Background: an optimization exercise with open tools, aiming at small area. Do not read the settings as production practice.
Function was checked by simulation only, so behaviour that the tests miss may differ from the original.
No activity file was given, so power comes from the tool's default toggle rates.

## design/flow/constraint.sdc

```tcl
create_clock -name core_clock -period 13.0 [get_ports {clk_i}]
set_input_delay 2.6000 -clock core_clock [delete_from_list [all_inputs] [get_ports {clk_i}]]
set_output_delay 2.6000 -clock core_clock [all_outputs]
set_load 0.01 [all_outputs]
```

## design/flow/config.mk

```make
export PLATFORM = sky130hd
export DESIGN_NAME = rf_shell_top
export DESIGN_NICKNAME = rf_shell_top
export VERILOG_FILES = /design/flow/design.v
export SDC_FILE = /design/flow/constraint.sdc
export NUM_CORES = 8
export LEC_CHECK = 0
export CAP_MARGIN = 20
export CORE_MARGIN = 2
export CORE_UTILIZATION = 30
export SLEW_MARGIN = 20
```

## design/flow/design.v

```verilog
package rf_shell_pkg;
  localparam int unsigned EccDataW  = 32;
  localparam int unsigned EccCheckW = 7;
  typedef logic [4:0]                    reg_addr_t;
  typedef logic [EccDataW-1:0]           reg_data_t;
  typedef logic [EccCheckW-1:0]          reg_ecc_t;
  typedef logic [EccCheckW+EccDataW-1:0] reg_word_t;
  typedef struct packed {
    logic        software;
    logic        timer;
    logic        external;
    logic [14:0] fast;
    logic        nm;
  } irq_t;
  typedef struct packed {
    logic      we;
    reg_addr_t waddr;
    reg_word_t wdata;
  } rf_wr_t;
  function automatic logic [EccCheckW-2:0] ecc_column(int unsigned idx);
    logic [EccCheckW-2:0] col;
    int unsigned          seen;
    col  = '0;
    seen = 0;
    for (int unsigned v = 3; v < 64; v = v + 1) begin
      if ($countones(6'(v)) >= 2) begin
        if (seen == idx) begin
          col = 6'(v);
        end
        seen = seen + 1;
      end
    end
    ecc_column = col;
  endfunction
endpackage
`timescale 1ns/10ps
module sleep_ctrl (
  input  logic                  clk_i,
  input  logic                  rst_ni,
  input  logic                  test_en_i,
  input  logic                  fetch_enable_i,
  input  logic                  core_busy_i,
  input  logic                  debug_req_i,
  input  rf_shell_pkg::irq_t    irq_i,
  output logic                  core_en_o,
  output logic                  core_sleep_o
);
  logic fetch_enable_q;
  logic core_busy_q;
  logic irq_pending;
  logic clock_en;
  always_ff @(posedge clk_i or negedge rst_ni) begin
    if (!rst_ni) begin
      fetch_enable_q <= 1'b0;
    end else if (fetch_enable_i) begin
      fetch_enable_q <= 1'b1;
    end
  end
  always_ff @(posedge clk_i or negedge rst_ni) begin
    if (!rst_ni) begin
      core_busy_q <= 1'b0;
    end else begin
      core_busy_q <= core_busy_i;
    end
  end
  assign irq_pending = irq_i.software | irq_i.timer | irq_i.external |
                       (|irq_i.fast) | irq_i.nm;
  assign clock_en     = fetch_enable_q & (core_busy_q | debug_req_i | irq_pending);
  assign core_sleep_o = ~clock_en;
  assign core_en_o = clock_en | test_en_i;
endmodule
`timescale 1ns/10ps
module register_file_ff #(
  parameter bit RV32E = 1'b0
) (
  input  logic                     clk_i,
  input  logic                     rst_ni,
  input  logic                     en_i,
  input  rf_shell_pkg::rf_wr_t     wr_i,
  input  rf_shell_pkg::reg_addr_t  raddr_a_i,
  input  rf_shell_pkg::reg_addr_t  raddr_b_i,
  output rf_shell_pkg::reg_word_t  rdata_a_o,
  output rf_shell_pkg::reg_word_t  rdata_b_o
);
  localparam int unsigned NumRegs = RV32E ? 16 : 32;
  rf_shell_pkg::reg_word_t rf_reg [32];
  logic [NumRegs-1:1]      we_dec;
  always_comb begin
    for (int unsigned i = 1; i < NumRegs; i++) begin
      we_dec[i] = en_i & wr_i.we & (wr_i.waddr == rf_shell_pkg::reg_addr_t'(i));
    end
  end
  assign rf_reg[0] = '0;
  for (genvar i = 1; i < 32; i++) begin : gen_regs
    if (i < NumRegs) begin : gen_ff
      rf_shell_pkg::reg_word_t word_q;
      always_ff @(posedge clk_i or negedge rst_ni) begin
        if (!rst_ni) begin
          word_q <= '0;
        end else if (we_dec[i]) begin
          word_q <= wr_i.wdata;
        end
      end
      assign rf_reg[i] = word_q;
    end else begin : gen_absent
      assign rf_reg[i] = '0;
    end
  end
  assign rdata_a_o = rf_reg[raddr_a_i];
  assign rdata_b_o = rf_reg[raddr_b_i];
endmodule
`timescale 1ns/10ps
module rf_ecc_check (
  input  rf_shell_pkg::reg_word_t  rdata_i,
  output rf_shell_pkg::reg_data_t  rdata_o,
  output logic                     err_single_o,
  output logic                     err_double_o
);
  localparam int unsigned DataW  = rf_shell_pkg::EccDataW;
  localparam int unsigned CheckW = rf_shell_pkg::EccCheckW;
  localparam int unsigned SyndW  = CheckW - 1;
  rf_shell_pkg::reg_data_t data;
  rf_shell_pkg::reg_ecc_t  check;
  logic [SyndW-1:0]        contrib [DataW];
  logic [SyndW-1:0]        syndrome;
  logic [DataW-1:0]        flip;
  logic                    parity;
  logic                    syndrome_nz;
  assign data  = rdata_i[DataW-1:0];
  assign check = rdata_i[DataW +: CheckW];
  for (genvar i = 0; i < DataW; i++) begin : gen_col
    localparam logic [SyndW-1:0] Col = rf_shell_pkg::ecc_column(i);
    assign contrib[i] = Col & {SyndW{data[i]}};
  end
  always_comb begin
    syndrome = check[SyndW-1:0];
    for (int unsigned i = 0; i < DataW; i++) begin
      syndrome = syndrome ^ contrib[i];
    end
  end
  assign parity      = ^{check, data};
  assign syndrome_nz = |syndrome;
  for (genvar i = 0; i < DataW; i++) begin : gen_flip
    localparam logic [SyndW-1:0] Col = rf_shell_pkg::ecc_column(i);
    assign flip[i] = parity & (syndrome == Col);
  end
  assign rdata_o = data ^ flip;
  assign err_single_o = parity;
  assign err_double_o = ~parity & syndrome_nz;
endmodule
`timescale 1ns/10ps
module rf_shell_top #(
  parameter bit RV32E = 1'b0
) (
  input  logic        clk_i,
  input  logic        rst_ni,
  input  logic        test_en_i,
  input  logic        fetch_enable_i,
  input  logic        core_busy_i,
  input  logic        debug_req_i,
  input  logic [18:0] irq_i,
  input  logic [44:0] rf_wr_i,
  input  logic [4:0]  rf_raddr_a_i,
  input  logic [4:0]  rf_raddr_b_i,
  output logic [31:0] rf_rdata_a_o,
  output logic [31:0] rf_rdata_b_o,
  output logic        alert_minor_o,
  output logic        alert_major_o,
  output logic        core_sleep_o
);
  logic                    core_en;
  rf_shell_pkg::irq_t      irq;
  rf_shell_pkg::rf_wr_t    rf_wr;
  rf_shell_pkg::reg_word_t rdata_a_ecc;
  rf_shell_pkg::reg_word_t rdata_b_ecc;
  logic                    err_single_a, err_single_b;
  logic                    err_double_a, err_double_b;
  assign irq   = rf_shell_pkg::irq_t'(irq_i);
  assign rf_wr = rf_shell_pkg::rf_wr_t'(rf_wr_i);
  sleep_ctrl u_sleep_ctrl (
    .clk_i          (clk_i),
    .rst_ni         (rst_ni),
    .test_en_i      (test_en_i),
    .fetch_enable_i (fetch_enable_i),
    .core_busy_i    (core_busy_i),
    .debug_req_i    (debug_req_i),
    .irq_i          (irq),
    .core_en_o      (core_en),
    .core_sleep_o   (core_sleep_o)
  );
  register_file_ff #(
    .RV32E (RV32E)
  ) u_register_file (
    .clk_i     (clk_i),
    .rst_ni    (rst_ni),
    .en_i      (core_en),
    .wr_i      (rf_wr),
    .raddr_a_i (rf_raddr_a_i),
    .raddr_b_i (rf_raddr_b_i),
    .rdata_a_o (rdata_a_ecc),
    .rdata_b_o (rdata_b_ecc)
  );
  rf_ecc_check u_check_a (
    .rdata_i      (rdata_a_ecc),
    .rdata_o      (rf_rdata_a_o),
    .err_single_o (err_single_a),
    .err_double_o (err_double_a)
  );
  rf_ecc_check u_check_b (
    .rdata_i      (rdata_b_ecc),
    .rdata_o      (rf_rdata_b_o),
    .err_single_o (err_single_b),
    .err_double_o (err_double_b)
  );
  assign alert_minor_o = err_single_a | err_single_b;
  assign alert_major_o = err_double_a | err_double_b;
endmodule
```

## design/flow/run.sh

```bash
#!/bin/bash
# synth_recipe.tcl (not shown) runs the flow's synth.tcl, then flattens the netlist and writes it again
# the make line also repeats each setting of config.mk as NAME=value (left out here)
make -C /OpenROAD-flow-scripts/flow DESIGN_CONFIG=/design/flow/config.mk WORK_HOME=/design/flow/orfs CLKGATE_MAP_FILE= SYNTH_SCRIPT=/design/flow/synth_recipe.tcl finish
```

==> results of run 1 <==
## logic make-up after synthesis
logic type / Yosys count / synth area share (%)
XOR/XNOR: 193 / 3.24
flip-flops: 1211 / 46.6
AO/OA/AOI/OAI: 1075 / 12.8
multiplexers: 1381 / 23.8
AND/OR/NAND/NOR: 1080 / 9.57
buffers and inverters: 582 / 4.01
## layout make-up
type                       instances  area [um2]
tap                             2838        3550
inverter                           7        26.3
clock buffer                     196        4030
sequential                      1211       30300
timing repair buffer             419        3790
antenna                           66         165
multi-input combinational       3729       32900
clock inverter                    61         881
fill                           21100      139000
## synth_stat cells (25+ instances only)
master / n
a2111oi_0: 67
a21oi_1: 38
a221oi_1: 36
a22o_1: 77
a22oi_1: 696
a32oi_1: 25
and3_1: 206
buf_1: 137
buf_2: 95
buf_6: 29
clkbuf_1: 293
dfrtp_1: 1211
mux2_2: 1239
mux2i_1: 133
nand2_1: 146
nand3_1: 148
nand4_1: 134
nor2_1: 119
nor3_1: 88
or4_1: 44
xnor2_1: 106
xor2_1: 55
## cell usage in the layout (no fill, tap or decap), types with 106 or more instances in the layout
cell,count
and3_1,201
mux2_2,1239
nand4_1,134
a22oi_1,696
buf_4,248
nand2_1,135
dfrtp_1,1211
clkdlybuf4s50_1,120
xnor2_1,106
nand3_1,148
clkbuf_16,144
mux2i_1,133
## per-layer routing
layer / vias up / share of wire (%) / global-route usage (%)
met4: 51 / 9.2 / 25.2
met3: 2202 / 15 / 16.8
met5: - / 0.12 / 0.454
met2: 6469 / 39 / 47.5
met1: 30900 / 36 / 42.4
li1: 21200 / - / -
## through the flow
step	util [%]	instance area (um2)	power (mW)	setup slack [ns]	hold slack (ns)
3_5_place_dp	32.9	70600	10.5	0.921	0.452
3_3_place_gp	32.8	70600	10.4	0.894	0.464
6_report	35.2	75700	15.0	0.317	0.473
5_1_grt	35.1	75600	15.4	0.601	0.504
2_1_floorplan	-	65000	8.77	3.84	0.439
4_1_cts	35.1	75600	14.7	0.905	0.480
## how the worst max path moves through the flow
stage	endpoint	slack, ns	cells past startpoint
after global routing	rf_rdata_a_o[9]	0.60	15
after global placement	rf_rdata_a_o[31]	0.89	15
after detailed placement	rf_rdata_a_o[9]	0.92	15
after floorplan	rf_rdata_b_o[18]	3.84	16
final	rf_rdata_a_o[9]	0.32	15
after CTS	rf_rdata_a_o[9]	0.90	15
## state kept, by name, indices dropped and copies added, names as in the netlist
| signal | cells |
|---|---|
| u_register_file.gen_regs.gen_ff.word_q | 1209 |
| u_sleep_ctrl.core_busy_q | 1 |
| u_sleep_ctrl.fetch_enable_q | 1 |
## report_power, final
| part | switching (mW) | total [mW] | internal (mW) |
|---|---|---|---|
| logic | 3.12 | 5.28 | 2.16 |
| clock network | 1.83 | 4.31 | 2.47 |
| registers | 0.880 | 5.38 | 4.50 |
==> flow_summary_export.csv, run 1 <==
group,metric,value,unit
grt,grt_pass1_wl,525000,um
route,final_antenna_net_count,0,
route,via_count,60800,
synthesis,synth-edff-count,0,
critical_path,reg2reg_slack,8.92,ns
synthesis,avgSynthCellArea,11.8,um2
sta,period_share,97.6,%
placed_design,hpwlAfterDp,256000,um
critical_path,crit_start,"rf_raddr_a_i[0]",
synthesis,yosysTopAreaCell,"dfrtp_1",
route,viasPerCell,7.13,
floorplan,die_w,469,um
critical_path,critPathRequiredTime,10.40,ns
clock_network,cts_buffer_depth,3,
clock_network,worst_skew_pair.late_latency,0.86,ns
floorplan,die-height,469,um
synthesis,synth_area,65000,um2
critical_path,slowest_stage,"nor4_2",
critical_path,rr_startpoint,"u_sleep_ctrl.core_busy_q",
critical_path,cpPeakStageDelay,1.15,ns
clock_network,tritoncts,"built",
clock_network,post_cts_buffers,0,
critical_path,crit_chain,"buf_4, or2_2, nor2_4, a2111oi_0, nand4_1, nor4_2, buf_4, xor2_1, xnor3_1, xnor3_1, xnor2_1, nor2b_1, nand3_1, xnor2_1, clkdlybuf4s50_1",
worst_hold_path,min_to,"u_sleep_ctrl.fetch_enable_q",
worst_hold_path,holdPathStages,1,
floorplan,placementRows,170,
floorplan,coreArea,215000,um2
critical_path,cp_top_family,"simple AND/OR/NAND/NOR gates",
clock_network,htreeDepth,4,
sta,fmax,78.8,MHz
synthesis,synth_cell_types,93,
cells_and_area,fin_cells,8527,
worst_hold_path,hp-class,"reg2reg",
power_and_ir_drop,p_leak,32.7,nW
grt,grt_pass1_vias,56100,
placed_design,gp_congestion,1.09,
route,drt-wirelength-per-cell,46.9,um
worst_hold_path,worstHoldStart,"u_sleep_ctrl.fetch_enable_q",
critical_path,ff2ff_path_depth,8,
sta,slew_headroom,6.63,%
sta,setup_viol,0,
synthesis,synthArstFlopShare,100,%
synthesis,synth_cells,5522,
critical_path,rr_endpoint,"u_register_file.gen_regs[12].gen_ff.word_q[3]",
cells_and_area,drive_above_1_share,34.8,%
sta,rsz0062_at_grt,"false",
critical_path,worst_setup_path_end_kind,"primary output",
route,drt_iter0_drc,12400,
status,status,"finished clean",
power_and_ir_drop,ir_drop,0.512,mV
clock_network,cts_resized,0,
placed_design,io_buffers,146,
placed_design,place_inst,8203,
grt,grt_max_degree,166,
sta,fin_crit,12.68,ns
grt,track_usage,34.9,%
clock_network,numCtsBuffers,143,
floorplan,die_area,220000,um2
clock_network,clockRootBuffer,"clkbuf_16",
synthesis,synth_nets,5602,
critical_path,crit_fanout,27,
synthesis,synth_warnings,5,
synthesis,netlist_top_cells_area,"dfrtp_1, mux2_2, a22oi_1",
sta,skew,0.0351,ns
power_and_ir_drop,p_per_area,198,nW/um2
critical_path,worstSetupPathType,"in2out",
sta,finalHoldViolCount,0,
cells_and_area,area_growth,16.4,%
synthesis,yosysSeqAreaShare,46.6,%
cells_and_area,nets,5591,
synthesis,synth-seq-cells,1211,
critical_path,cp.buffers_inverters,3,
sta,worst_pin_slew,1.40,ns
synthesis,synth_ff_type,"dfrtp_1",
clock_network,ctsHoldBuffers,0,
sta,slew_violations,0,
floorplan,pin_count,147,
route,drt-pass1-iter-count,10,
clock_network,clock_sinks,1211,
sta,setup-tns-final,0,ns
route,drc_errors,0,
route,wirelength,400000,um
grt,overflow,0,
grt,antenna_found_initial,77,
synthesis,synth.top_cell.area_share,46.6,%
critical_path,worstPathArrival,10.08,ns
clock_network,clk_pin_slew,0.06,ns
floorplan,start_util,30.2,%
critical_path,startpoint_type,"primary input",
job,drv_cap,0,
==> run 2: changes to the inputs <==
--- a/design/flow/design.v
+++ b/design/flow/design.v
@@ -72,41 +72,45 @@
 `timescale 1ns/10ps
 module register_file_ff #(
-  parameter bit RV32E = 1'b0
+  parameter int unsigned EntryW = 34
 ) (
-  input  logic                     clk_i,
-  input  logic                     rst_ni,
-  input  logic                     en_i,
-  input  rf_shell_pkg::rf_wr_t     wr_i,
-  input  rf_shell_pkg::reg_addr_t  raddr_a_i,
-  input  rf_shell_pkg::reg_addr_t  raddr_b_i,
-  output rf_shell_pkg::reg_word_t  rdata_a_o,
-  output rf_shell_pkg::reg_word_t  rdata_b_o
-);
-  localparam int unsigned NumRegs = RV32E ? 16 : 32;
-  rf_shell_pkg::reg_word_t rf_reg [32];
-  logic [NumRegs-1:1]      we_dec;
+  input  logic              clk_i,
+  input  logic              rst_ni,
+  input  logic              we_i,
+  input  logic [4:0]        waddr_i,
+  input  logic [EntryW-1:0] wdata_i,
+  input  logic [4:0]        raddr_a_i,
+  input  logic [4:0]        raddr_b_i,
+  output logic [EntryW-1:0] rdata_a_o,
+  output logic [EntryW-1:0] rdata_b_o
+);
+  logic [EntryW-1:0] entry_q [32];
+  logic [31:1]       valid_q;
+  logic [31:1]       we_dec;
+  logic [31:1]       sel_a, sel_b;
+  for (genvar i = 1; i < 32; i++) begin : gen_regs
+    assign we_dec[i] = we_i & (waddr_i == 5'(i));
+    always_ff @(posedge clk_i or negedge rst_ni) begin
+      if (!rst_ni) begin
+        valid_q[i] <= 1'b0;
+      end else if (we_dec[i]) begin
+        valid_q[i] <= 1'b1;
+      end
+    end
+    always_ff @(posedge clk_i) begin
+      if (we_dec[i]) begin
+        entry_q[i] <= wdata_i;
+      end
+    end
+    assign sel_a[i] = valid_q[i] & (raddr_a_i == 5'(i));
+    assign sel_b[i] = valid_q[i] & (raddr_b_i == 5'(i));
+  end
   always_comb begin
-    for (int unsigned i = 1; i < NumRegs; i++) begin
-      we_dec[i] = en_i & wr_i.we & (wr_i.waddr == rf_shell_pkg::reg_addr_t'(i));
-    end
-  end
-  assign rf_reg[0] = '0;
-  for (genvar i = 1; i < 32; i++) begin : gen_regs
-    if (i < NumRegs) begin : gen_ff
-      rf_shell_pkg::reg_word_t word_q;
-      always_ff @(posedge clk_i or negedge rst_ni) begin
-        if (!rst_ni) begin
-          word_q <= '0;
-        end else if (we_dec[i]) begin
-          word_q <= wr_i.wdata;
-        end
-      end
-      assign rf_reg[i] = word_q;
-    end else begin : gen_absent
-      assign rf_reg[i] = '0;
-    end
-  end
-  assign rdata_a_o = rf_reg[raddr_a_i];
-  assign rdata_b_o = rf_reg[raddr_b_i];
+    rdata_a_o = '0;
+    rdata_b_o = '0;
+    for (int unsigned i = 1; i < 32; i++) begin
+      rdata_a_o = rdata_a_o | (entry_q[i] & {EntryW{sel_a[i]}});
+      rdata_b_o = rdata_b_o | (entry_q[i] & {EntryW{sel_b[i]}});
+    end
+  end
 endmodule
 `timescale 1ns/10ps
@@ -150,7 +154,5 @@
 endmodule
 `timescale 1ns/10ps
-module rf_shell_top #(
-  parameter bit RV32E = 1'b0
-) (
+module rf_shell_top (
   input  logic        clk_i,
   input  logic        rst_ni,
@@ -172,8 +174,7 @@
   rf_shell_pkg::irq_t      irq;
   rf_shell_pkg::rf_wr_t    rf_wr;
-  rf_shell_pkg::reg_word_t rdata_a_ecc;
-  rf_shell_pkg::reg_word_t rdata_b_ecc;
-  logic                    err_single_a, err_single_b;
-  logic                    err_double_a, err_double_b;
+  rf_shell_pkg::reg_data_t wdata_dec;
+  logic                    wsingle, wdouble;
+  logic [33:0]             entry_a, entry_b;
   assign irq   = rf_shell_pkg::irq_t'(irq_i);
   assign rf_wr = rf_shell_pkg::rf_wr_t'(rf_wr_i);
@@ -189,29 +190,26 @@
     .core_sleep_o   (core_sleep_o)
   );
+  rf_ecc_check u_check_w (
+    .rdata_i      (rf_wr.wdata),
+    .rdata_o      (wdata_dec),
+    .err_single_o (wsingle),
+    .err_double_o (wdouble)
+  );
   register_file_ff #(
-    .RV32E (RV32E)
+    .EntryW (34)
   ) u_register_file (
     .clk_i     (clk_i),
     .rst_ni    (rst_ni),
-    .en_i      (core_en),
-    .wr_i      (rf_wr),
+    .we_i      (core_en & rf_wr.we),
+    .waddr_i   (rf_wr.waddr),
+    .wdata_i   ({wdouble, wsingle, wdata_dec}),
     .raddr_a_i (rf_raddr_a_i),
     .raddr_b_i (rf_raddr_b_i),
-    .rdata_a_o (rdata_a_ecc),
-    .rdata_b_o (rdata_b_ecc)
+    .rdata_a_o (entry_a),
+    .rdata_b_o (entry_b)
   );
-  rf_ecc_check u_check_a (
-    .rdata_i      (rdata_a_ecc),
-    .rdata_o      (rf_rdata_a_o),
-    .err_single_o (err_single_a),
-    .err_double_o (err_double_a)
-  );
-  rf_ecc_check u_check_b (
-    .rdata_i      (rdata_b_ecc),
-    .rdata_o      (rf_rdata_b_o),
-    .err_single_o (err_single_b),
-    .err_double_o (err_double_b)
-  );
-  assign alert_minor_o = err_single_a | err_single_b;
-  assign alert_major_o = err_double_a | err_double_b;
-endmodule
+  assign rf_rdata_a_o  = entry_a[31:0];
+  assign rf_rdata_b_o  = entry_b[31:0];
+  assign alert_minor_o = entry_a[32] | entry_b[32];
+  assign alert_major_o = entry_a[33] | entry_b[33];
+endmodule
==> run 2 against run 1 <==
  * Non-clock buffer count shrank 156
  * First-iteration DRC count decreased by 9.7%
  * Synthesized area is 29% lower
  * Routed wire length is 44% lower
  * Die area shrank 29%
  * Still clean on timing, DRC and antenna
  * Via count is 37% lower
  * Clock power shrank 27%
  * Largest cell class is now sequential cells
  * Flip-flop and latch count is 124 lower
  * Highest routed layer unchanged
  * Sequential share of layout area up 20 points
  * Worst hold slack better by 0.0079 ns
  * Power down 44%
==> flow_summary_export.csv, run 2 <==
group,metric,value,unit
grt,grt_max_degree,36,
sta,slew_headroom,12.4,%
synthesis,synth_area,46200,um2
cells_and_area,largest_register_ffs,1054,
critical_path,worst_setup_path_end_kind,"primary output",
floorplan,die_area,157000,um2
route,final_antenna_net_count,0,
sta,skew,0.0229,ns
synthesis,yosysSeqAreaShare,70.3,%
clock_network,cts_buffer_depth,3,
critical_path,worstSetupPathType,"in2out",
clock_network,numCtsBuffers,107,
clock_network,htreeDepth,3,
sta,hold_ws,0.481,ns
sta,fin_crit,9.62,ns
clock_network,post_cts_buffers,0,
placed_design,gp_congestion,0.912,
sta,fmax,104,MHz
critical_path,cp_top_family,"simple AND/OR/NAND/NOR gates",
sta,rsz0062_at_grt,"false",
placed_design,hpwlAfterDp,109000,um
power_and_ir_drop,total_power,8.35,mW
cells_and_area,fin_cells,5366,
sta,finalHoldViolCount,0,
synthesis,ys_top_cells_by_count,"edfxtp_1, a22oi_1, clkbuf_1",
clock_network,clk_pin_slew,0.06,ns
clock_network,tritoncts,"built",
synthesis,synth_warnings,5,
placed_design,io_buffers,146,
clock_network,clockRootBuffer,"clkbuf_16",
route,drt-pass1-iter-count,13,
synthesis,synthArstFlopShare,3.04,%
critical_path,startpoint_type,"primary input",
synthesis,avgSynthCellArea,14.8,um2
critical_path,crit_chain,"clkdlybuf4s50_1, nor2b_1, nor2b_1, and3_2, buf_4, a22oi_1, nand4_1, nor3_1, nand2_1, clkdlybuf4s50_1",
clock_network,cts_resized,0,
cells_and_area,top_register,"u_register_file.entry_q",
route,drt_iter0_drc,11200,
floorplan,start_util,30.1,%
critical_path,slowest_stage,"and3_2",
synthesis,synth_ff_type,"edfxtp_1",
synthesis,synth-seq-cells,1087,
route,drc_errors,0,
sta,slew_violations,0,
critical_path,reg2reg_slack,8.99,ns
status,status,"finished clean",
grt,grt_pass1_wl,298000,um
floorplan,pin_count,147,
synthesis,yosysTopAreaCell,"edfxtp_1",
worst_hold_path,hp-class,"reg2reg",
cells_and_area,layout_commonest_cell,"edfxtp_1",
clock_network,ctsHoldBuffers,0,
grt,overflow,0,
synthesis,synth-edff-count,1054,
critical_path,cp.buffers_inverters,3,
job,drv_cap,0,
sta,worst_pin_slew,1.31,ns
power_and_ir_drop,ir_drop,0.130,mV
sta,setup_viol,0,
floorplan,die-height,396,um
critical_path,crit_fanout,17,
route,via_count,38000,
clock_network,clock_sinks,1087,
synthesis,synth_cells,3126,
grt,track_usage,27.3,%
sta,period_share,74.0,%
floorplan,die_w,396,um
cells_and_area,fillers,14600,
critical_path,critPathRequiredTime,10.40,ns
route,wirelength,224000,um
cells_and_area,area_growth,17.4,%
cells_and_area,layout_common_cells,"edfxtp_1, a22oi_1, nand3_1, clkdlybuf4s50_1, nand4_1",
route,viasPerCell,7.09,
route,drt-wirelength-per-cell,41.7,um
synthesis,synth_cell_types,55,
sta,setup-tns-final,0,ns
synthesis,synth_most_common_cell,"edfxtp_1",
cells_and_area,drive_above_1_share,13.0,%
synthesis,synth.top_cell.area_share,68.5,%
critical_path,worstPathArrival,7.02,ns
cells_and_area,final_util,35.3,%
floorplan,placementRows,144,
critical_path,cpPeakStageDelay,0.94,ns
power_and_ir_drop,p_leak,16.9,nW
grt,grt_pass1_vias,35500,
cells_and_area,nets,3309,
power_and_ir_drop,p_per_area,154,nW/um2
synthesis,synth_nets,3206,
grt,antenna_found_initial,8,
synthesis,netlist_top_cells_area,"edfxtp_1, a22oi_1, a222oi_1",
placed_design,place_inst,5164,
floorplan,coreArea,154000,um2
cells_and_area,largestRegisters,"u_register_file.entry_q x1054, u_register_file.valid_q x31",
clock_network,worst_skew_pair.late_latency,0.71,ns
## run 2: cell count changes in the layout (fill, tap and decap cells not counted), sizes merged, moves of 129 or more
cell | previous run | this run
dfrtp | 1211 | 33
and3 | 206 | 65
mux2i | 133 | 4
mux2 | 1242 | 0
edfxtp | 0 | 1054
buf | 299 | 118
## run 2: cell families after synthesis
logic type,Yosys count,share of synthesized area (%)
DFF,1087,70.3
and+or+nand+nor,661,8.00
xor gates and xnor gates,97,2.23
AOI/OAI and AO/OA,1004,17.1
muxes,4,0.0948
buffers and inverters,273,2.24
## run 2: final timing paths
path                                             start                           to  cells past startpoint
min in group asynchronous                       rst_ni  u_register_file.valid_q[24]                      1
max                                    rf_raddr_a_i[4]              rf_rdata_a_o[8]                     10
max in group asynchronous                       rst_ni  u_register_file.valid_q[31]                      1
min                        u_sleep_ctrl.fetch_enable_q  u_sleep_ctrl.fetch_enable_q                      1
min reg2reg                u_sleep_ctrl.fetch_enable_q  u_sleep_ctrl.fetch_enable_q                      1
max reg2reg                   u_sleep_ctrl.core_busy_q   u_register_file.valid_q[4]                      7
## run 2: cell type report
class / count / area [um2] / area share, %
diodes: 6 / 15.0 / 0.0277
clock buffers: 127 / 2800 / 5.15
clock inverters: 69 / 679 / 1.25
inverters: 4 / 15.0 / 0.0277
multi-input cells: 1766 / 13400 / 24.6
flip-flops and latches: 1087 / 32500 / 59.9
well taps: 2044 / 2560 / 4.72
repair buffers: 263 / 2330 / 4.30
## run 2: per-layer routing
| metal | GRT usage [%] | share of wire (%) | vias up |
|---|---|---|---|
| li1 | - | - | 13500 |
| met1 | 35.0 | 33 | 18400 |
| met2 | 37.8 | 39 | 4917 |
| met3 | 11.9 | 19 | 1211 |
| met4 | 16.5 | 8.0 | 8 |
| met5 | 0.369 | 0.036 | - |
## run 2: power breakdown
part,switching (mW),internal [mW],total (mW)
logic,0.741,0.309,1.05
clock network,1.38,1.77,3.15
registers,0.0486,4.10,4.15
## run 2: per-stage QoR
stage | area, um2 | setup WS, ns
floorplan | 46200 | 5.90
global placement | 50700 | 3.73
detailed placement | 50700 | 3.63
CTS | 54200 | 3.62
global route | 54200 | 3.38
finish | 54200 | 3.38
==> run 3: changes to the inputs <==
--- a/design/flow/design.v
+++ b/design/flow/design.v
@@ -88,4 +88,15 @@
   logic [31:1]       we_dec;
   logic [31:1]       sel_a, sel_b;
+  logic              phase_q;
+  logic [EntryW-1:0] wdata_ph;
+  logic              flip_a, flip_b;
+  always_ff @(posedge clk_i or negedge rst_ni) begin
+    if (!rst_ni) begin
+      phase_q <= 1'b0;
+    end else begin
+      phase_q <= ~phase_q;
+    end
+  end
+  assign wdata_ph = wdata_i ^ {EntryW{phase_q}};
   for (genvar i = 1; i < 32; i++) begin : gen_regs
     assign we_dec[i] = we_i & (waddr_i == 5'(i));
@@ -97,20 +108,124 @@
       end
     end
-    always_ff @(posedge clk_i) begin
-      if (we_dec[i]) begin
-        entry_q[i] <= wdata_i;
-      end
-    end
+    rf_row #(
+      .Width (EntryW)
+    ) u_row (
+      .clk_i   (clk_i),
+      .write_i (we_dec[i]),
+      .hold_i  (~we_dec[i]),
+      .wdata_i (wdata_ph),
+      .q_o     (entry_q[i])
+    );
     assign sel_a[i] = valid_q[i] & (raddr_a_i == 5'(i));
     assign sel_b[i] = valid_q[i] & (raddr_b_i == 5'(i));
   end
-  always_comb begin
-    rdata_a_o = '0;
-    rdata_b_o = '0;
-    for (int unsigned i = 1; i < 32; i++) begin
-      rdata_a_o = rdata_a_o | (entry_q[i] & {EntryW{sel_a[i]}});
-      rdata_b_o = rdata_b_o | (entry_q[i] & {EntryW{sel_b[i]}});
-    end
-  end
+  assign flip_a = phase_q & (|sel_a);
+  assign flip_b = phase_q & (|sel_b);
+  for (genvar b = 0; b < EntryW; b++) begin : gen_rd
+    logic [31:1] col;
+    for (genvar i = 1; i < 32; i++) begin : gen_col
+      assign col[i] = entry_q[i][b];
+    end
+    rf_rd_bit u_rd_a (
+      .d_i    (col),
+      .sel_i  (sel_a),
+      .flip_i (flip_a),
+      .q_o    (rdata_a_o[b])
+    );
+    rf_rd_bit u_rd_b (
+      .d_i    (col),
+      .sel_i  (sel_b),
+      .flip_i (flip_b),
+      .q_o    (rdata_b_o[b])
+    );
+  end
+endmodule
+module rf_row #(
+  parameter int unsigned Width = 34
+) (
+  input  logic             clk_i,
+  input  logic             write_i,
+  input  logic             hold_i,
+  input  logic [Width-1:0] wdata_i,
+  output logic [Width-1:0] q_o
+);
+  for (genvar b = 0; b < Width; b++) begin : gen_bits
+    rf_bit u_bit (
+      .clk_i   (clk_i),
+      .write_i (write_i),
+      .hold_i  (hold_i),
+      .wdata_i (wdata_i[b]),
+      .q_o     (q_o[b])
+    );
+  end
+endmodule
+module rf_bit (
+  input  logic clk_i,
+  input  logic write_i,
+  input  logic hold_i,
+  input  logic wdata_i,
+  output logic q_o
+);
+  always_ff @(posedge clk_i) begin
+    q_o <= ~((q_o | write_i) & (wdata_i | hold_i));
+  end
+endmodule
+module rf_rd_bit (
+  input  logic [31:1] d_i,
+  input  logic [31:1] sel_i,
+  input  logic        flip_i,
+  output logic        q_o
+);
+  logic [10:0] grp_n;
+  for (genvar g = 0; g < 10; g++) begin : gen_grp
+    rf_aoi3 u_aoi (
+      .d_i   (d_i[3*g+1 +: 3]),
+      .sel_i (sel_i[3*g+1 +: 3]),
+      .y_no  (grp_n[g])
+    );
+  end
+  logic [2:0] part;
+  assign grp_n[10] = ~(d_i[31] & sel_i[31]);
+  rf_nand #(.N(4)) u_part0 (.a_i(grp_n[3:0]),  .y_o(part[0]));
+  rf_nand #(.N(4)) u_part1 (.a_i(grp_n[7:4]),  .y_o(part[1]));
+  rf_nand #(.N(3)) u_part2 (.a_i(grp_n[10:8]), .y_o(part[2]));
+  rf_or3_xor u_out (
+    .a_i    (part),
+    .flip_i (flip_i),
+    .y_o    (q_o)
+  );
+endmodule
+module rf_aoi3 (
+  input  logic [2:0] d_i,
+  input  logic [2:0] sel_i,
+  output logic       y_no
+);
+  assign y_no = ~|(d_i & sel_i);
+endmodule
+module rf_nand #(
+  parameter int unsigned N = 4
+) (
+  input  logic [N-1:0] a_i,
+  output logic         y_o
+);
+  assign y_o = ~&a_i;
+endmodule
+module rf_or3_xor (
+  input  logic [2:0] a_i,
+  input  logic       flip_i,
+  output logic       y_o
+);
+  logic any;
+  rf_or3 u_or (
+    .a_i (a_i),
+    .y_o (any)
+  );
+  assign y_o = any ^ flip_i;
+endmodule
+module rf_or3 (
+  input  logic [2:0] a_i,
+  output logic       y_o
+);
+  assign y_o = |a_i;
 endmodule
 `timescale 1ns/10ps
==> design/flow/flow/run.sh (new file) <==
#!/bin/bash
# Standard ORFS layout with two changes: port buffers use the smallest
# buffer, and clock tree synthesis builds small leaf clusters of clkbuf_8
# without dummy loads.
set -euo pipefail
export BUFFER_PORTS_ARGS="-buffer_cell sky130_fd_sc_hd__buf_1"
export CTS_ARGS="-sink_clustering_enable -repair_clock_nets -dont_use_dummy_load -buf_list sky130_fd_sc_hd__clkbuf_8 -sink_clustering_size 18 -sink_clustering_max_diameter 50"
bash standard.sh > standard.log 2>&1
==> design/flow/standard.sh (new file) <==
#!/bin/bash
# synth_recipe.tcl (not shown) runs the flow's synth.tcl, then flattens the netlist and writes it again
# the make line also repeats each setting of config.mk as NAME=value (left out here)
make -C /OpenROAD-flow-scripts/flow DESIGN_CONFIG=/design/flow/config.mk WORK_HOME=/design/flow/orfs CLKGATE_MAP_FILE= SYNTH_SCRIPT=/design/flow/synth_recipe.tcl "${@:-finish}"
--- a/design/flow/config.mk
+++ b/design/flow/config.mk
@@ -8,4 +8,5 @@
 export CAP_MARGIN = 20
 export CORE_MARGIN = 2
-export CORE_UTILIZATION = 30
+export CORE_UTILIZATION = 50
 export SLEW_MARGIN = 20
+export SYNTH_HIERARCHICAL = 1
removed: design/flow/run.sh
==> run 3 against run 2 <==
  * First-iteration DRC count decreased by 7.4%
  * Sequential power increased by 21%
  * Flip-flop and latch count rose by 1
  * Cell area down 15%
  * Combinational power is 88% higher
  * Core utilization rose by 21 points
  * Fmax about the same
  * Critical path type unchanged
  * Largest power group unchanged
==> flow_summary_export.csv, run 3 <==
group,metric,value,unit
status,status,"finished clean",
synthesis,ys_top_cells_by_count,"dfxtp_1, o22ai_1, a222oi_1",
floorplan,die_w,291,um
cells_and_area,fillers,7091,
cells_and_area,largest_register_ffs,1054,
floorplan,placementRows,105,
synthesis,yosysSeqAreaShare,53.3,%
clock_network,cts_resized,0,
critical_path,critPathRequiredTime,10.40,ns
synthesis,synth-edff-count,0,
route,drt_iter0_drc,10400,
grt,grt_max_degree,37,
sta,worst_pin_slew,1.34,ns
critical_path,reg2reg_slack,9.35,ns
synthesis,synth.top_cell.area_share,51.2,%
power_and_ir_drop,total_power,8.93,mW
worst_hold_path,hp-class,"reg2reg",
clock_network,tritoncts,"built",
synthesis,synth_nets,3781,
cells_and_area,layout_common_cells,"o22ai_1, dfxtp_1, a222oi_1",
job,drv_cap,0,
synthesis,netlist_top_cells_area,"dfxtp_1, a222oi_1, o22ai_1",
clock_network,htreeDepth,3,
power_and_ir_drop,ir_drop,0.234,mV
grt,grt_pass1_vias,42200,
floorplan,pin_count,147,
floorplan,coreArea,81800,um2
grt,grt_pass1_wl,288000,um
placed_design,hpwlAfterDp,117000,um
cells_and_area,drive_above_1_share,9.64,%
worst_hold_path,holdPathStages,1,
route,drt-wirelength-per-cell,39.8,um
cells_and_area,largestRegisters,"u_register_file.gen_regs.u_row.gen_bits.u_bit.q_o x1054, u_register_file.valid_q x31",
synthesis,yosysTopAreaCell,"dfxtp_1",
critical_path,startpoint_type,"primary input",
synthesis,synth_cell_types,62,
route,wirelength,205000,um
synthesis,synth_area,41200,um2
sta,slew_headroom,10.5,%
route,drt-pass1-iter-count,14,
synthesis,synth_cells,3701,
route,via_count,44000,
critical_path,worst_setup_path_end_kind,"primary output",
critical_path,worstPathArrival,7.03,ns
sta,setup-tns-final,0,ns
sta,rsz0062_at_grt,"false",
critical_path,worstSetupPathType,"in2out",
route,final_antenna_net_count,0,
placed_design,io_buffers,146,
clock_network,ctsHoldBuffers,0,
sta,skew,0.144,ns
sta,setup_viol,0,
placed_design,gp_congestion,1.02,
grt,antenna_found_initial,11,
critical_path,ff2ff_path_depth,10,
synthesis,synthArstFlopShare,3.13,%
sta,period_share,74.1,%
clock_network,clk_pin_slew,0.06,ns
synthesis,avgSynthCellArea,11.1,um2
sta,finalHoldViolCount,0,
sta,slew_violations,0,
clock_network,post_cts_buffers,0,
route,viasPerCell,8.56,
cells_and_area,nets,4148,
clock_network,worst_skew_pair.late_latency,0.85,ns
synthesis,synth_warnings,12,
floorplan,die_area,84700,um2
cells_and_area,top_register,"u_register_file.gen_regs.u_row.gen_bits.u_bit.q_o",
grt,track_usage,45.8,%
power_and_ir_drop,p_per_area,194,nW/um2
critical_path,rr_startpoint,"u_sleep_ctrl.core_busy_q",
clock_network,clock_sinks,1088,
sta,fin_crit,9.63,ns
sta,fmax,104,MHz
cells_and_area,area_growth,11.8,%
grt,overflow,0,
synthesis,synth-seq-cells,1088,
floorplan,die-height,291,um
floorplan,start_util,50.4,%
synthesis,synth_ff_type,"dfxtp_1",
critical_path,crit_fanout,35,
route,drc_errors,0,
clock_network,numCtsBuffers,115,
power_and_ir_drop,p_leak,16.9,nW
clock_network,clockRootBuffer,"clkbuf_8",
clock_network,cts_buffer_depth,3,
## run 3: cell types whose count changed in the layout (fill, tap and decap cells not counted), sizes merged, moves of 41 or more
| cell | change |
|---|---|
| dfxtp | +1054 |
| edfxtp | -1054 |
| o22ai | +1054 |
| a22oi | -667 |
| a222oi | +552 |
| buf | +154 |
| clkdlybuf4s50 | -145 |
| xor2 | +101 |
| nand3 | -77 |
| a221oi | -63 |
| or3 | +63 |
| a22o | -59 |
| clkinv | -47 |
| o21ai | -41 |
## run 3: through the flow
step           area [um2]  setup slack [ns]  utilization (%)  hold WS (ns)  cells
2_1_floorplan       41200              3.46                -         0.440   3701
4_1_cts             46000              3.73             56.2         0.468   5133
5_1_grt             46100              3.42             56.3         0.484   5138
3_3_place_gp        44400              3.83             54.2         0.450   5017
3_5_place_dp        44400              3.71             54.3         0.459   5018
6_report            46100              3.37             56.3         0.468   5142
## run 3: power breakdown
part	internal (mW)	switching [mW]
clock network	0.780	1.15
logic	0.768	1.20
registers	4.28	0.757
total	5.83	3.11
## run 3: per-layer routing
metal | track usage (%) | vias to the layer above | wire (um)
li1 | - | 17400 | -
met1 | 57.3 | 21500 | 72600
met2 | 64.1 | 4259 | 83000
met3 | 17.1 | 872 | 32400
met4 | 34.1 | 6 | 16400
met5 | 0.454 | - | 86
## run 3: kinds of logic (layout without fill, tap and decap cells)
kind of cell | count (synthesis) | count (layout) | share of synthesized area [%]
AOI/OAI and AO/OA | 1760 | 1760 | 33.0
xor gates and xnor gates | 201 | 201 | 4.81
buffers and inverters | 57 | 422 | 0.665
DFF | 1088 | 1088 | 53.3
muxes | 2 | 2 | 0.0789
other | 0 | 6 | 0
and+or+nand+nor | 593 | 593 | 8.19
## run 3: how the worst max path moves through the flow
stage | startpoint | end | slack (ns)
floorplan | rf_raddr_b_i[3] | alert_major_o | 3.46
global placement | rf_raddr_b_i[3] | rf_rdata_b_o[11] | 3.83
detailed placement | rf_raddr_b_i[3] | rf_rdata_b_o[16] | 3.71
CTS | rf_raddr_b_i[3] | rf_rdata_b_o[16] | 3.73
global route | rf_raddr_b_i[3] | rf_rdata_b_o[14] | 3.42
finish | rf_raddr_b_i[3] | rf_rdata_b_o[9] | 3.37
## run 3: modules after synthesis (local to each module, per instance), a selection
| module | cells | area [um2] | copies in the design | flops+latches |
|---|---|---|---|---|
| rf_shell_top | 3 | 18.8 | 1 | 0 |
| rf_or3_xor | 1 | 8.76 | 68 | 0 |
| sleep_ctrl | 13 | 126 | 1 | 2 |
| rf_ecc_check | 157 | 1410 | 1 | 0 |
| rf_aoi3 | 1 | 10.0 | 680 | 0 |
| rf_or3 | 1 | 6.26 | 68 | 0 |
| rf_rd_bit | 1 | 3.75 | 68 | 0 |
| rf_bit | 2 | 26.3 | 1054 | 1 |
## run 3: worst max-delay path, cell delays in order
cell and delay, ns:
buf_1 0.42, nor3b_1 0.64, and3_2 1.20, or4_1 0.28
nor3_2 0.06, a41oi_4 0.78, buf_4 0.59, xor2_1 0.21
buf_1 0.18
## run 3: layout make-up
cell class | instances | area (um2) | share of cell area (%)
diodes | 6 | 15.0 | 0.0326
clock buffers | 115 | 1580 | 3.43
repair buffers | 273 | 1580 | 3.43
multi-input cells | 2556 | 19500 | 42.3
inverters | 34 | 128 | 0.277
well taps | 1070 | 1340 | 2.90
flip-flops and latches | 1088 | 22000 | 47.6
==> run 4: changes to the inputs <==
--- a/design/flow/config.mk
+++ b/design/flow/config.mk
@@ -8,5 +8,5 @@
 export CAP_MARGIN = 20
 export CORE_MARGIN = 2
-export CORE_UTILIZATION = 50
+export CORE_UTILIZATION = 60
 export SLEW_MARGIN = 20
 export SYNTH_HIERARCHICAL = 1
==> run 4 against run 3 <==
  * Sequential power about the same
  * Non-clock buffer count rose by 16
  * Clock skew is 0.015 ns lower
  * Cell area down 0.88%
  * First-iteration DRC count up 28%
  * Core utilization grew 11 points
  * Register-to-register slack got worse by 0.05 ns
  * Flip-flop and latch count unchanged
  * Fmax up 5.6%
  * Combinational power about the same
  * Die area fell by 16%
  * Critical endpoint is now rf_rdata_b_o[7]
  * Largest cell class unchanged
  * Largest power group unchanged
==> flow_summary_export.csv, run 4 <==
group,metric,value,unit
cells_and_area,fin_cells,4958,
synthesis,synth_ff_type,"dfxtp_1",
floorplan,pin_count,147,
status,status,"finished clean",
clock_network,clockRootBuffer,"clkbuf_8",
synthesis,synth.top_cell.area_share,51.2,%
sta,worst_pin_slew,1.31,ns
critical_path,slowest_stage,"and3_2",
critical_path,cpPeakStageDelay,0.95,ns
floorplan,placementRows,96,
power_and_ir_drop,p_per_area,193,nW/um2
critical_path,critPathRequiredTime,10.40,ns
synthesis,synth_cell_types,62,
sta,skew,0.129,ns
power_and_ir_drop,ir_drop,0.183,mV
route,final_antenna_net_count,0,
synthesis,synth_area,41200,um2
cells_and_area,top_register,"u_register_file.gen_regs.u_row.gen_bits.u_bit.q_o",
placed_design,place_inst,4846,
placed_design,hpwlAfterDp,112000,um
synthesis,synthArstFlopShare,3.13,%
clock_network,clk_pin_slew,0.07,ns
synthesis,synth-seq-cells,1088,
grt,grt_max_degree,37,
critical_path,crit_chain,"buf_1, and3_1, and3_2, nor4_1, and3_1, a41oi_4, buf_4, xor2_1, buf_1",
critical_path,ff2ff_path_depth,10,
synthesis,netlist_top_cells_area,"dfxtp_1, a222oi_1, o22ai_1",
clock_network,htreeDepth,3,
grt,grt_pass1_vias,42500,
route,wirelength,197000,um
floorplan,die_area,70800,um2
sta,rsz0062_at_grt,"false",
sta,fmax,110,MHz
cells_and_area,layout_common_cells,"o22ai_1, dfxtp_1, a222oi_1",
power_and_ir_drop,p_leak,16.8,nW
sta,fin_crit,9.12,ns
route,drt-wirelength-per-cell,39.6,um
synthesis,yosysTopAreaCell,"dfxtp_1",
sta,slew_violations,0,
sta,setup_viol,0,
grt,track_usage,52.8,%
power_and_ir_drop,total_power,8.83,mW
clock_network,tritoncts,"built",
route,via_count,44900,
synthesis,synth_nets,3781,
placed_design,io_buffers,146,
synthesis,synth-edff-count,0,
critical_path,worst_setup_path_end_kind,"primary output",
route,drt-pass1-iter-count,21,
floorplan,die-height,266,um
clock_network,clock_sinks,1088,
cells_and_area,fillers,5306,
clock_network,ctsHoldBuffers,0,
clock_network,numCtsBuffers,101,
floorplan,start_util,60.3,%
route,viasPerCell,9.06,
floorplan,coreArea,68300,um2
clock_network,post_cts_buffers,0,
cells_and_area,largestRegisters,"u_register_file.gen_regs.u_row.gen_bits.u_bit.q_o x1054, u_register_file.valid_q x31",
synthesis,synth_cells,3701,
grt,antenna_found_initial,14,
grt,overflow,0,
sta,finalHoldViolCount,0,
synthesis,ys_top_cells_by_count,"dfxtp_1, o22ai_1, a222oi_1",
job,drv_cap,0,
route,drc_errors,0,
critical_path,worstPathArrival,6.52,ns
clock_network,cts_buffer_depth,3,
worst_hold_path,holdPathStages,1,
cells_and_area,drive_above_1_share,8.65,%
critical_path,startpoint_type,"primary input",
grt,grt_pass1_wl,278000,um
synthesis,synth_warnings,12,
critical_path,worstSetupPathType,"in2out",
floorplan,die_w,266,um
synthesis,yosysSeqAreaShare,53.3,%
route,drt_iter0_drc,13300,
cells_and_area,nets,4150,
worst_hold_path,hp-class,"reg2reg",
clock_network,worst_skew_pair.late_latency,0.78,ns
cells_and_area,largest_register_ffs,1054,
sta,setup-tns-final,0,ns
synthesis,avgSynthCellArea,11.1,um2
sta,period_share,70.1,%
placed_design,gp_congestion,0.998,
sta,slew_headroom,12.5,%
clock_network,cts_resized,0,
critical_path,crit_fanout,35,
cells_and_area,area_growth,10.9,%
-- run 4: cell counts after synthesis --
No cell type changed its count.
-- run 4: metal layers --
layer / vias up / wire [um] / track usage [%] / share of wire (%)
met5: - / 158 / 0.347 / 0.080
met4: 10 / 19000 / 41.5 / 9.7
met3: 1270 / 36800 / 25.5 / 19
met2: 5012 / 77100 / 71.9 / 39
met1: 21200 / 63500 / 63.4 / 32
li1: 17400 / - / - / -
-- run 4: critical path: cells and delay by family --
kind / cells / cell delay [ns]
AND/OR/NAND/NOR: 4 / 1.69
buffers and inverters: 3 / 1.29
AO/OA/AOI/OAI: 1 / 0.67
XOR/XNOR: 1 / 0.23
-- run 4: final timing paths --
kind,from,to,slack (ns)
setup / recovery,rf_raddr_b_i[1],rf_rdata_b_o[7],3.88
hold / removal,register,register,0.47
setup reg to reg,u_sleep_ctrl.core_busy_q,register,9.30
hold reg to reg,register,register,0.47
max in group asynchronous,rst_ni,u_register_file.phase_q,10.19
min in group asynchronous,rst_ni,u_register_file.valid_q[22],2.01
-- run 4: report_power, final --
part / leakage, nW / total (mW) / switching (mW) / internal, mW
registers: 9.45 / 5.06 / 0.781 / 4.28
logic: 6.65 / 1.98 / 1.21 / 0.765
clock network: 0.726 / 1.80 / 1.11 / 0.689
total: 16.8 / 8.83 / 3.10 / 5.73
-- run 4: final cells by class --
| class | instances | area, um2 | area share (%) |
|---|---|---|---|
| sequential | 1088 | 22000 | 48.0 |
| multi-input combinational | 2556 | 19400 | 42.5 |
| timing repair buffer | 289 | 1700 | 3.71 |
| clock buffer | 101 | 1390 | 3.04 |
| tap | 882 | 1100 | 2.42 |
| inverter | 34 | 128 | 0.279 |
| antenna | 8 | 20.0 | 0.0438 |
-- run 4: logic make-up after synthesis --
family | share of synthesized area [%]
buffers and inverters | 0.665
AND/OR/NAND/NOR | 8.19
multiplexers | 0.0789
flip-flops | 53.3
XOR/XNOR | 4.81
AO/OA/AOI/OAI | 33.0
-- run 4: modules after synthesis, one instance, submodules excluded, excerpt --
module        cells  area, um2  copies in the design  flops+latches
sleep_ctrl       13        126                     1              2
rf_or3            1       6.26                    68              0
rf_aoi3           1       10.0                   680              0
rf_rd_bit         1       3.75                    68              0
rf_shell_top      3       18.8                     1              0
rf_ecc_check    157       1410                     1              0
-- run 4: per-stage QoR --
stage / area [um2] / hold slack [ns] / setup slack (ns) / utilization [%]
after floorplan: 41200 / 0.440 / 3.46 / -
after global placement: 44200 / 0.451 / 4.28 / 64.6
after detailed placement: 44200 / 0.460 / 4.20 / 64.7
after CTS: 45600 / 0.473 / 4.18 / 66.7
after global routing: 45700 / 0.483 / 3.90 / 66.8
final: 45700 / 0.474 / 3.88 / 66.9

afterwards: timing with drivers on the ports:
The results above use ideal ports. As a check the final layouts listed here were re-extracted and re-timed, cells and wires unchanged.
Step 1 (the two cells are an assumption about what drives the block):
set clk [get_ports {clk_i}]
set_driving_cell -lib_cell sky130_fd_sc_hd__clkbuf_16 $clk
set_driving_cell -lib_cell sky130_fd_sc_hd__buf_2 [delete_from_list [all_inputs] $clk]
Step 2 moves the port delays by t, midway between the first and last clock arrival at a register: inputs arrive t later, outputs are due t later. That takes back most of the time a late clock gives input paths.
Slacks: no drivers / after step 1 / after step 2; pairs: no drivers / after step 1.
| run | t (ns) | slack for setup (ns) | hold WS [ns] | worst slew at a driven data input, ns | pins driven straight from the clock port |
|---|---|---|---|---|---|
| run 1 | 0.929 | 0.317 / 0.294 / 0.294 | 0.473 / 0.473 / 0.473 | 0.39 | 1 |
| run 2 | 0.773 | 3.378 / 3.333 / 3.333 | 0.481 / 0.481 / 0.481 | 0.06 | 1 |
| run 3 | 0.843 | 3.373 / 3.333 / 3.333 | 0.468 / 0.468 / 0.468 | 0.05 | 1 |
| run 4 | 0.784 | 3.884 / 3.849 / 3.849 | 0.474 / 0.474 / 0.474 | 0.12 | 1 |
After both steps setup and hold are still met in every run listed. For run 2, which loses most, drivers alone change the setup slack by -0.045 ns; drivers and shift together by -0.045 ns.
